What follows belongs to an exercise in optimizing a design on an open flow for a short achievable clock period and few clock cycles; a production flow would make more cautious choices. Only simulation tests tie the RTL to the original design; equivalence was not proved. No activity file was given, so power comes from the tool's default toggle rates.

## the reference run
// mips_pipeline
module mips_pipeline #(
  parameter logic [mips_pkg::xlen-1:0] reset_pc = '0
) (
  input  logic                      clk,
  input  logic                      reset,
  output logic [mips_pkg::xlen-1:0] pc,
  input  logic [mips_pkg::xlen-1:0] instr,
  output logic                      memwrite,
  output logic [mips_pkg::xlen-1:0] memaddr,
  output logic [mips_pkg::xlen-1:0] memwritedata,
  input  logic [mips_pkg::xlen-1:0] memreaddata
);
make LEC_CHECK=0 CAP_MARGIN=20 CORE_MARGIN=2 CORE_UTILIZATION=40 SETUP_SLACK_MARGIN=4 SLEW_MARGIN=20 finish   # period 6.5 ns
run.sh (not shown) runs the stock make flow with config.mk's settings and CLKGATE_MAP_FILE= SYNTH_SCRIPT=/design/flow/synth_recipe.tcl, a recipe that flattens the netlist after the stock synthesis.
The reference run closes out successfully: all stages finished, all timing, DRC and antenna checks passed.
Testbench counts of the reference run, summed over its fixed seeds: cycles 51,992.
Input-level comparison between the trial run and the reference run:
--- a/flow/design.v
+++ b/flow/design.v
@@ -265,13 +265,13 @@
   input  logic [mips_pkg::xlen-1:0] instr,
   output logic                      memwrite,
   output logic [mips_pkg::xlen-1:0] memaddr,
   output logic [mips_pkg::xlen-1:0] memwritedata,
   input  logic [mips_pkg::xlen-1:0] memreaddata
 );
-  localparam int bw = 6;    
+  localparam int bw = 5;    
   logic            d_valid;
   logic [31:0]     d_instr;
   logic [31:0]     d_pc4;
   logic            d_pred;
   mips_pkg::ctrl_t e_ctrl;
   logic [31:0]     e_a, e_b, e_sd;   
@@ -287,14 +287,14 @@
   logic            f_pred;
   logic            redirect, stall;
   logic [31:0]     redirect_pc;
   assign pc_plus4 = {pc[31:2] + 30'd1, pc[1:0]};
   logic [31:0] pc_next;
   logic [31:bw+2] pc_hi_p1, pc_hi_m1;
-  assign pc_hi_p1 = pc[31:bw+2] + 1'b1;
-  assign pc_hi_m1 = pc[31:bw+2] - 1'b1;
+  assign pc_hi_p1 = pc_plus4[31:bw+2] + 1'b1;
+  assign pc_hi_m1 = pc_plus4[31:bw+2] - 1'b1;
   fetch_unit #(.bw(bw)) u_fetch (
     .pc          (pc),
     .hi_p1       (pc_hi_p1),
     .hi_m1       (pc_hi_m1),
     .pc_plus4    (pc_plus4),
     .instr       (instr),
@@ -335,14 +335,12 @@
     .instr (d_instr),
     .ctrl  (dec_ctrl),
     .dst   (id_dst),
     .imm   (id_imm)
   );
   assign id_ctrl = d_valid ? dec_ctrl : '0;
-  logic dec_branch_any;
-  assign dec_branch_any = d_instr[31:27] == 5'b00010;
   assign m_value = m_load ? memreaddata : m_result;
   register_file u_rf (
     .clk   (clk),
     .reset (reset),
     .we    (m_regwrite),
     .ra1   (id_rs),
@@ -363,13 +361,49 @@
     .id_alusrc   (id_ctrl.alusrc),
     .fwd_a       (id_fa),
     .fwd_b       (id_fb),
     .fwd_sd      (id_fsd),
     .stall       (hz_stall)
   );
-  assign stall = hz_stall;
+  logic stall_q, f_uses_rs, f_uses_rt, id_writes_load;
+  always_comb
+  begin
+    f_uses_rs = 1'b0;
+    f_uses_rt = 1'b0;
+    case (instr[31:26])
+      op_rtype:
+      begin
+        case (instr[5:0])
+          f_add, f_addu, f_sub, f_subu, f_and, f_or, f_slt:
+          begin
+            f_uses_rs = 1'b1;
+            f_uses_rt = 1'b1;
+          end
+          default: ;
+        endcase
+      end
+      op_beq, op_bne:
+      begin
+        f_uses_rs = 1'b1;
+        f_uses_rt = 1'b1;
+      end
+      op_lw, op_sw, op_addi, op_addiu, op_ori, op_lui: f_uses_rs = 1'b1;
+      default: ;
+    endcase
+  end
+  assign id_writes_load = id_ctrl.load && id_ctrl.regwrite;
+  always_ff @(posedge clk)
+  begin
+    if (reset || redirect || stall_q)
+      stall_q <= 1'b0;
+    else
+      stall_q <= id_writes_load &&
+                 ((f_uses_rs && (instr[25:21] == id_dst)) ||
+                  (f_uses_rt && (instr[20:16] == id_dst)));
+  end
+  assign stall = stall_q;
   ks_adder #(.n(30), .levels(5)) u_tgt (
     .a    (d_pc4[31:2]),
     .b    ({{14{d_instr[15]}}, d_instr[15:0]}),
     .cin  (1'b0),
     .s    (id_target[31:2]),
     .c    (),
@@ -455,24 +489,24 @@
   logic           sel_redir, sel_hold, sel_tgt, sel_seq;
   assign taken_guess = (instr[31:27] == 5'b00010) &&
                        (instr[26] ^ (instr[25:21] == instr[20:16]));
   assign fits = (instr[15:bw-1] == '0) || (instr[15:bw-1] == '1);
   assign pred = taken_guess && fits;
   ks_adder #(.n(bw), .levels(3)) u_lo (
-    .a    (pc[bw+1:2]),
+    .a    (pc_plus4[bw+1:2]),
     .b    (instr[bw-1:0]),
-    .cin  (1'b1),
+    .cin  (1'b0),
     .s    (lo[bw-1:0]),
     .c    (),
     .cout (lo[bw])
   );
   assign up      = lo[bw] & ~instr[15];
   assign dn      = ~lo[bw] & instr[15];
   assign same_hi = ~(up | dn);
   assign target  = {({(30-bw){up}} & hi_p1) | ({(30-bw){dn}} & hi_m1) |
-                    ({(30-bw){same_hi}} & pc[31:bw+2]),
+                    ({(30-bw){same_hi}} & pc_plus4[31:bw+2]),
                     lo[bw-1:0], pc[1:0]};
   assign sel_redir = redirect;
   assign sel_hold  = ~redirect & stall;
   assign sel_tgt   = ~redirect & ~stall & pred;
   assign sel_seq   = ~redirect & ~stall & ~pred;
   assign pc_next   = ({32{sel_redir}} & redirect_pc) | ({32{sel_hold}} & pc) |
### Flow results
The trial run: no failed stages, no open violations at the end. The final layout from the reference run, which completed every stage, passed the timing, DRC and antenna checks at the end of the flow. Wire length per cell after detailed routing (higher): the reference run. The reference run → the trial run: layout overhead on the synthesized area now sits lower; fraction of the mapped netlist area in compound gates flat; cell area after placement rose by 1.7%. Compared with the reference run, maximum vdd ir drop in the trial run decreased by more than a quarter. The trial run vs the reference run, endpoint of the worst setup timing path: pc_q[27]$_SDFF_PP0_ vs e_a[12]$_DFF_P_. The sequential share of layout area number comes out higher for the trial run vs the reference run.
Testbench counts of the trial run, summed over its fixed seeds: cycles 51,992.

mips_pipeline, a different RTL version from the one above (not shown whole).
For scale: roughly 6500 cells after synthesis, roughly 1300 flip-flops, roughly 160 I/O pins, roughly 0.067 mm^2 of cells after synthesis.
==> module alu, before the edit <==
module alu (
  input  logic [mips_pkg::xlen-1:0] a,
  input  logic [mips_pkg::xlen-1:0] b,
  input  logic                      op_add,
  input  logic                      op_sub,    
  input  logic                      op_and,
  input  logic                      op_or,
  input  logic                      op_slt,
  output logic [mips_pkg::xlen-1:0] result
);
  logic [xlen-1:0] bx, sum;
  logic            less, cout;
  assign bx = op_sub ? ~b : b;
  ks_adder #(.n(xlen)) u_add (
    .a    (a),
    .b    (bx),
    .cin  (op_sub),
    .s    (sum),
    .cout (cout)
  );
  assign less = (a[xlen-1] ^ b[xlen-1]) ? a[xlen-1] : sum[xlen-1];
  assign result = ({xlen{op_add}} & sum)
                | ({xlen{op_and}} & (a & b))
                | ({xlen{op_or}}  & (a | b))
                | {{(xlen-1){1'b0}}, op_slt & less};
endmodule
==> module mips_pipeline, before the edit <==
module mips_pipeline #(
  parameter logic [mips_pkg::xlen-1:0] reset_pc = '0
) (
  input  logic                      clk,
  input  logic                      reset,
  output logic [mips_pkg::xlen-1:0] pc,
  input  logic [mips_pkg::xlen-1:0] instr,
  output logic                      memwrite,
  output logic [mips_pkg::xlen-1:0] memaddr,
  output logic [mips_pkg::xlen-1:0] memwritedata,
  input  logic [mips_pkg::xlen-1:0] memreaddata
);
  localparam int bw = 6;    
  logic            d_valid;
  logic [31:0]     d_instr;
  logic [31:0]     d_pc4;
  logic            d_pred;
  mips_pkg::ctrl_t e_ctrl;
  logic [31:0]     e_a, e_b, e_sd;
  logic            e_fa, e_fb, e_fsd;
  logic [4:0]      e_dst;
  logic [31:0]     e_alt;    
  logic            e_pred;
  logic            e_nep;    
  logic            e_fac, e_fbc;   
  logic            m_regwrite, m_load, m_store;
  logic [31:0]     m_result, m_sd;
  logic [4:0]      m_dst;
  logic [31:0]     pc_plus4;
  logic            f_pred;
  logic            redirect, stall;
  logic [31:0]     redirect_pc;
  assign pc_plus4 = {pc[31:2] + 30'd1, pc[1:0]};
  logic [31:0] pc_next;
  logic [31:bw+2] pc_hi_p1, pc_hi_m1;
  assign pc_hi_p1 = pc[31:bw+2] + 1'b1;
  assign pc_hi_m1 = pc[31:bw+2] - 1'b1;
  fetch_unit #(.bw(bw)) u_fetch (
    .pc          (pc),
    .hi_p1       (pc_hi_p1),
    .hi_m1       (pc_hi_m1),
    .pc_plus4    (pc_plus4),
    .instr       (instr),
    .redirect    (redirect),
    .redirect_pc (redirect_pc),
    .stall       (stall),
    .pred        (f_pred),
    .pc_next     (pc_next)
  );
  logic [31:2] pc_q;
  assign pc = {pc_q, reset_pc[1:0]};   
  always_ff @(posedge clk)
  begin
    if (reset)
      pc_q <= reset_pc[31:2];
    else
      pc_q <= pc_next[31:2];
  end
  always_ff @(posedge clk)
  begin
    if (!stall)
    begin
      d_valid <= 1'b1;
      d_instr <= instr;
      d_pc4   <= pc_plus4;
      d_pred  <= f_pred;
    end
    if (reset || redirect)
      d_valid <= 1'b0;
  end
  mips_pkg::ctrl_t dec_ctrl, id_ctrl;
  logic [4:0]      id_dst, id_rs, id_rt;
  logic [31:0]     id_imm, id_rs_val, id_rt_val, id_target, m_value;
  logic            id_fa, id_fb, id_fsd, hz_stall;
  assign id_rs = d_instr[25:21];
  assign id_rt = d_instr[20:16];
  control_decoder u_dec (
    .instr (d_instr),
    .ctrl  (dec_ctrl),
    .dst   (id_dst),
    .imm   (id_imm)
  );
  assign id_ctrl = d_valid ? dec_ctrl : '0;
  logic dec_branch_any;
  assign dec_branch_any = d_instr[31:27] == 5'b00010;
  assign m_value = m_load ? memreaddata : m_result;
  register_file u_rf (
    .clk   (clk),
    .reset (reset),
    .we    (m_regwrite),
    .ra1   (id_rs),
    .ra2   (id_rt),
    .wa    (m_dst),
    .wd    (m_value),
    .rd1   (id_rs_val),
    .rd2   (id_rt_val)
  );
  hazard_unit u_hz (
    .ex_regwrite (e_ctrl.regwrite),
    .ex_load     (e_ctrl.load),
    .ex_dst      (e_dst),
    .id_rs       (id_rs),
    .id_rt       (id_rt),
    .id_uses_rs  (id_ctrl.uses_rs),
    .id_uses_rt  (id_ctrl.uses_rt),
    .id_alusrc   (id_ctrl.alusrc),
    .fwd_a       (id_fa),
    .fwd_b       (id_fb),
    .fwd_sd      (id_fsd),
    .stall       (hz_stall)
  );
  assign stall = hz_stall;
  ks_adder #(.n(30), .levels(5)) u_tgt (
    .a    (d_pc4[31:2]),
    .b    ({{14{d_instr[15]}}, d_instr[15:0]}),
    .cin  (1'b0),
    .s    (id_target[31:2]),
    .cout ()
  );
  assign id_target[1:0] = d_pc4[1:0];
  always_ff @(posedge clk)
  begin
    e_a    <= id_rs_val;
    e_b    <= id_ctrl.alusrc ? id_imm : id_rt_val;
    e_sd   <= id_rt_val;
    e_fa   <= id_fa & ~dec_branch_any;
    e_fb   <= id_fb & ~dec_branch_any;
    e_fac  <= id_fa & dec_branch_any;
    e_fbc  <= id_fb & dec_branch_any;
    e_fsd  <= id_fsd;
    e_dst  <= id_dst;
    e_alt  <= d_pred ? d_pc4 : id_target;
    e_pred <= d_pred;
    e_nep  <= id_ctrl.branch_ne ^ d_pred;
    e_ctrl <= id_ctrl;
    if (reset || redirect || stall)
      e_ctrl <= '0;   
  end
  logic [31:0] ex_a, ex_b, ex_result, ex_sd;
  logic        ex_eq, ex_taken;
  assign ex_a  = e_fa ? m_result : e_a;
  assign ex_b  = e_fb ? m_result : e_b;
  assign ex_sd = e_fsd ? m_value : e_sd;
  alu u_alu (
    .a      (ex_a),
    .b      (ex_b),
    .op_add (e_ctrl.op_add),
    .op_sub (e_ctrl.op_sub),
    .op_and (e_ctrl.op_and),
    .op_or  (e_ctrl.op_or),
    .op_slt (e_ctrl.op_slt),
    .result (ex_result)
  );
  logic eq_rr, eq_mr, eq_rm;
  assign eq_rr = (e_a == e_b);
  assign eq_mr = (m_result == e_b);
  assign eq_rm = (e_a == m_result);
  always_comb
  begin
    case ({e_fac, e_fbc})
      2'b00:   ex_eq = eq_rr;
      2'b10:   ex_eq = eq_mr;
      2'b01:   ex_eq = eq_rm;
      default: ex_eq = 1'b1;   
    endcase
  end
  assign ex_taken    = ex_eq ^ e_ctrl.branch_ne;
  assign redirect    = e_ctrl.branch && (ex_eq ^ e_nep);
  assign redirect_pc = e_alt;
  always_ff @(posedge clk)
  begin
    m_result   <= ex_result;
    m_sd       <= ex_sd;
    m_dst      <= e_dst;
    m_regwrite <= e_ctrl.regwrite;
    m_load     <= e_ctrl.load;
    m_store    <= e_ctrl.store;
    if (reset)
    begin
      m_regwrite <= 1'b0;
      m_load     <= 1'b0;
      m_store    <= 1'b0;
    end
  end
  assign memwrite     = m_store;
  assign memaddr      = m_result;
  assign memwritedata = m_sd;
endmodule
clock: 6.5 ns
lec_check: 0
cap_margin: 20
core_margin: 2
core_utilization: 40
setup_slack_margin: 4
slew_margin: 20
Testbench counts at the start, summed over its fixed seeds: cycles 51,992.
==> next run, changes <==
--- a/flow/design.v
+++ b/flow/design.v
@@ -80,27 +80,26 @@
   assign cout = gl[levels][n-1];
 endmodule
 module alu (
   input  logic [mips_pkg::xlen-1:0] a,
-  input  logic [mips_pkg::xlen-1:0] b,
+  input  logic [mips_pkg::xlen-1:0] b,         
   input  logic                      op_add,
   input  logic                      op_sub,    
   input  logic                      op_and,
   input  logic                      op_or,
   input  logic                      op_slt,
   output logic [mips_pkg::xlen-1:0] result
 );
-  logic [xlen-1:0] bx, sum;
+  logic [xlen-1:0] sum;
   logic            less, cout;
-  assign bx = op_sub ? ~b : b;
   ks_adder #(.n(xlen)) u_add (
     .a    (a),
-    .b    (bx),
+    .b    (b),
     .cin  (op_sub),
     .s    (sum),
     .cout (cout)
   );
-  assign less = (a[xlen-1] ^ b[xlen-1]) ? a[xlen-1] : sum[xlen-1];
+  assign less = (a[xlen-1] == b[xlen-1]) ? a[xlen-1] : sum[xlen-1];
   assign result = ({xlen{op_add}} & sum)
                 | ({xlen{op_and}} & (a & b))
                 | ({xlen{op_or}}  & (a | b))
                 | {{(xlen-1){1'b0}}, op_slt & less};
@@ -269,17 +268,17 @@
   logic [31:0]     d_instr;
   logic [31:0]     d_pc4;
   logic            d_pred;
   mips_pkg::ctrl_t e_ctrl;
-  logic [31:0]     e_a, e_b, e_sd;
+  logic [31:0]     e_a, e_b, e_sd;   
   logic            e_fa, e_fb, e_fsd;
+  logic            e_fbp, e_fbn;     
   logic [4:0]      e_dst;
   logic [31:0]     e_alt;    
   logic            e_pred;
   logic            e_nep;    
-  logic            e_fac, e_fbc;   
   logic            m_regwrite, m_load, m_store;
-  logic [31:0]     m_result, m_sd;
+  logic [31:0]     m_result, m_result_n, m_sd, m_addr;
   logic [4:0]      m_dst;
   logic [31:0]     pc_plus4;
   logic            f_pred;
   logic            redirect, stall;
@@ -334,10 +333,8 @@
     .dst   (id_dst),
     .imm   (id_imm)
   );
   assign id_ctrl = d_valid ? dec_ctrl : '0;
-  logic dec_branch_any;
-  assign dec_branch_any = d_instr[31:27] == 5'b00010;
   assign m_value = m_load ? memreaddata : m_result;
   register_file u_rf (
     .clk   (clk),
     .reset (reset),
@@ -373,15 +370,15 @@
   );
   assign id_target[1:0] = d_pc4[1:0];
   always_ff @(posedge clk)
   begin
-    e_a    <= id_rs_val;
-    e_b    <= id_ctrl.alusrc ? id_imm : id_rt_val;
+    e_a    <= id_fa ? '0 : id_rs_val;
+    e_b    <= id_fb ? '0 : ((id_ctrl.alusrc ? id_imm : id_rt_val) ^ {32{id_ctrl.op_sub}});
     e_sd   <= id_rt_val;
-    e_fa   <= id_fa & ~dec_branch_any;
-    e_fb   <= id_fb & ~dec_branch_any;
-    e_fac  <= id_fa & dec_branch_any;
-    e_fbc  <= id_fb & dec_branch_any;
+    e_fa   <= id_fa;
+    e_fb   <= id_fb;
+    e_fbp  <= id_fb & ~id_ctrl.op_sub;
+    e_fbn  <= id_fb & id_ctrl.op_sub;
     e_fsd  <= id_fsd;
     e_dst  <= id_dst;
     e_alt  <= d_pred ? d_pc4 : id_target;
     e_pred <= d_pred;
@@ -391,10 +388,10 @@
       e_ctrl <= '0;   
   end
   logic [31:0] ex_a, ex_b, ex_result, ex_sd;
   logic        ex_eq, ex_taken;
-  assign ex_a  = e_fa ? m_result : e_a;
-  assign ex_b  = e_fb ? m_result : e_b;
+  assign ex_a  = e_a | ({32{e_fa}} & m_result);
+  assign ex_b  = e_b | ({32{e_fbp}} & m_result) | ({32{e_fbn}} & m_result_n);
   assign ex_sd = e_fsd ? m_value : e_sd;
   alu u_alu (
     .a      (ex_a),
     .b      (ex_b),
@@ -406,13 +403,13 @@
     .result (ex_result)
   );
   logic eq_rr, eq_mr, eq_rm;
   assign eq_rr = (e_a == e_b);
-  assign eq_mr = (m_result == e_b);
-  assign eq_rm = (e_a == m_result);
+  assign eq_mr = &(m_result_n ^ e_b);
+  assign eq_rm = &(m_result_n ^ e_a);
   always_comb
   begin
-    case ({e_fac, e_fbc})
+    case ({e_fa, e_fb})
       2'b00:   ex_eq = eq_rr;
       2'b10:   ex_eq = eq_mr;
       2'b01:   ex_eq = eq_rm;
       default: ex_eq = 1'b1;   
@@ -423,8 +420,11 @@
   assign redirect_pc = e_alt;
   always_ff @(posedge clk)
   begin
     m_result   <= ex_result;
+    m_result_n <= ~ex_result;
+    if (e_ctrl.load || e_ctrl.store)
+      m_addr   <= ex_result;   
     m_sd       <= ex_sd;
     m_dst      <= e_dst;
     m_regwrite <= e_ctrl.regwrite;
     m_load     <= e_ctrl.load;
@@ -436,9 +436,9 @@
       m_store    <= 1'b0;
     end
   end
   assign memwrite     = m_store;
-  assign memaddr      = m_result;
+  assign memaddr      = m_addr;
   assign memwritedata = m_sd;
 endmodule
 `default_nettype wire
 `timescale 1ns/100ps
What happened: Sequential power climbs by about 5.4%; core utilization climbs by 0.32 points; synthesized area climbs by about 4%; total power climbs by 5.1%; routed wire length climbs by 1.1%; via count climbs by 3.0%; worst hold slack improved by 19 ps; count of clock-buffer cells in the layout drops by 6; non-clock buffer count climbs by 9; clock skew climbs by 6.5 ps; die area climbs by 3.9%; final cell count climbs by 3.8%; final area climbs by about 4.6%; setup slack got worse by 410 ps.
Testbench counts after the change, summed over its fixed seeds: cycles 51,992.

==> what the ideal ports hide <==
How much do the figures lean on ideal ports? The routed layouts below were timed once more, with nothing changed but the port constraints. Step 1, drivers: a clkbuf_16 drives clk and a buf_2 each remaining input, both assumed. Step 2 moves the port delays by t, midway between the first and last clock arrival at a register: inputs arrive t later, outputs are due t later. That takes back most of the time a late clock gives input paths. a / b / c = ideal ports / drivers / drivers and shift; a / b = the first two.
| run | shift t [ns] | setup slack, ns | worst hold slack (ns) | worst setup path after step 2 |
|---|---|---|---|---|
| the reference run | 0.875 | 3.044 / 3.044 / 2.385 | 0.397 / 0.397 / 0.397 | input to register |
| the trial run | 0.868 | 3.220 / 3.220 / 2.643 | 0.387 / 0.387 / 0.387 | input to register |
| the first run of note 2 | 0.883 | 3.199 / 3.199 / 2.406 | 0.376 / 0.376 / 0.376 | input to register |
| the second run of note 2 | 0.883 | 2.789 / 2.789 / 2.446 | 0.395 / 0.395 / 0.395 | input to register |
After both steps setup and hold are still met in every run listed. For the first run of note 2, which loses most, drivers alone change the setup slack by 0.000 ns; drivers and shift together by -0.793 ns.
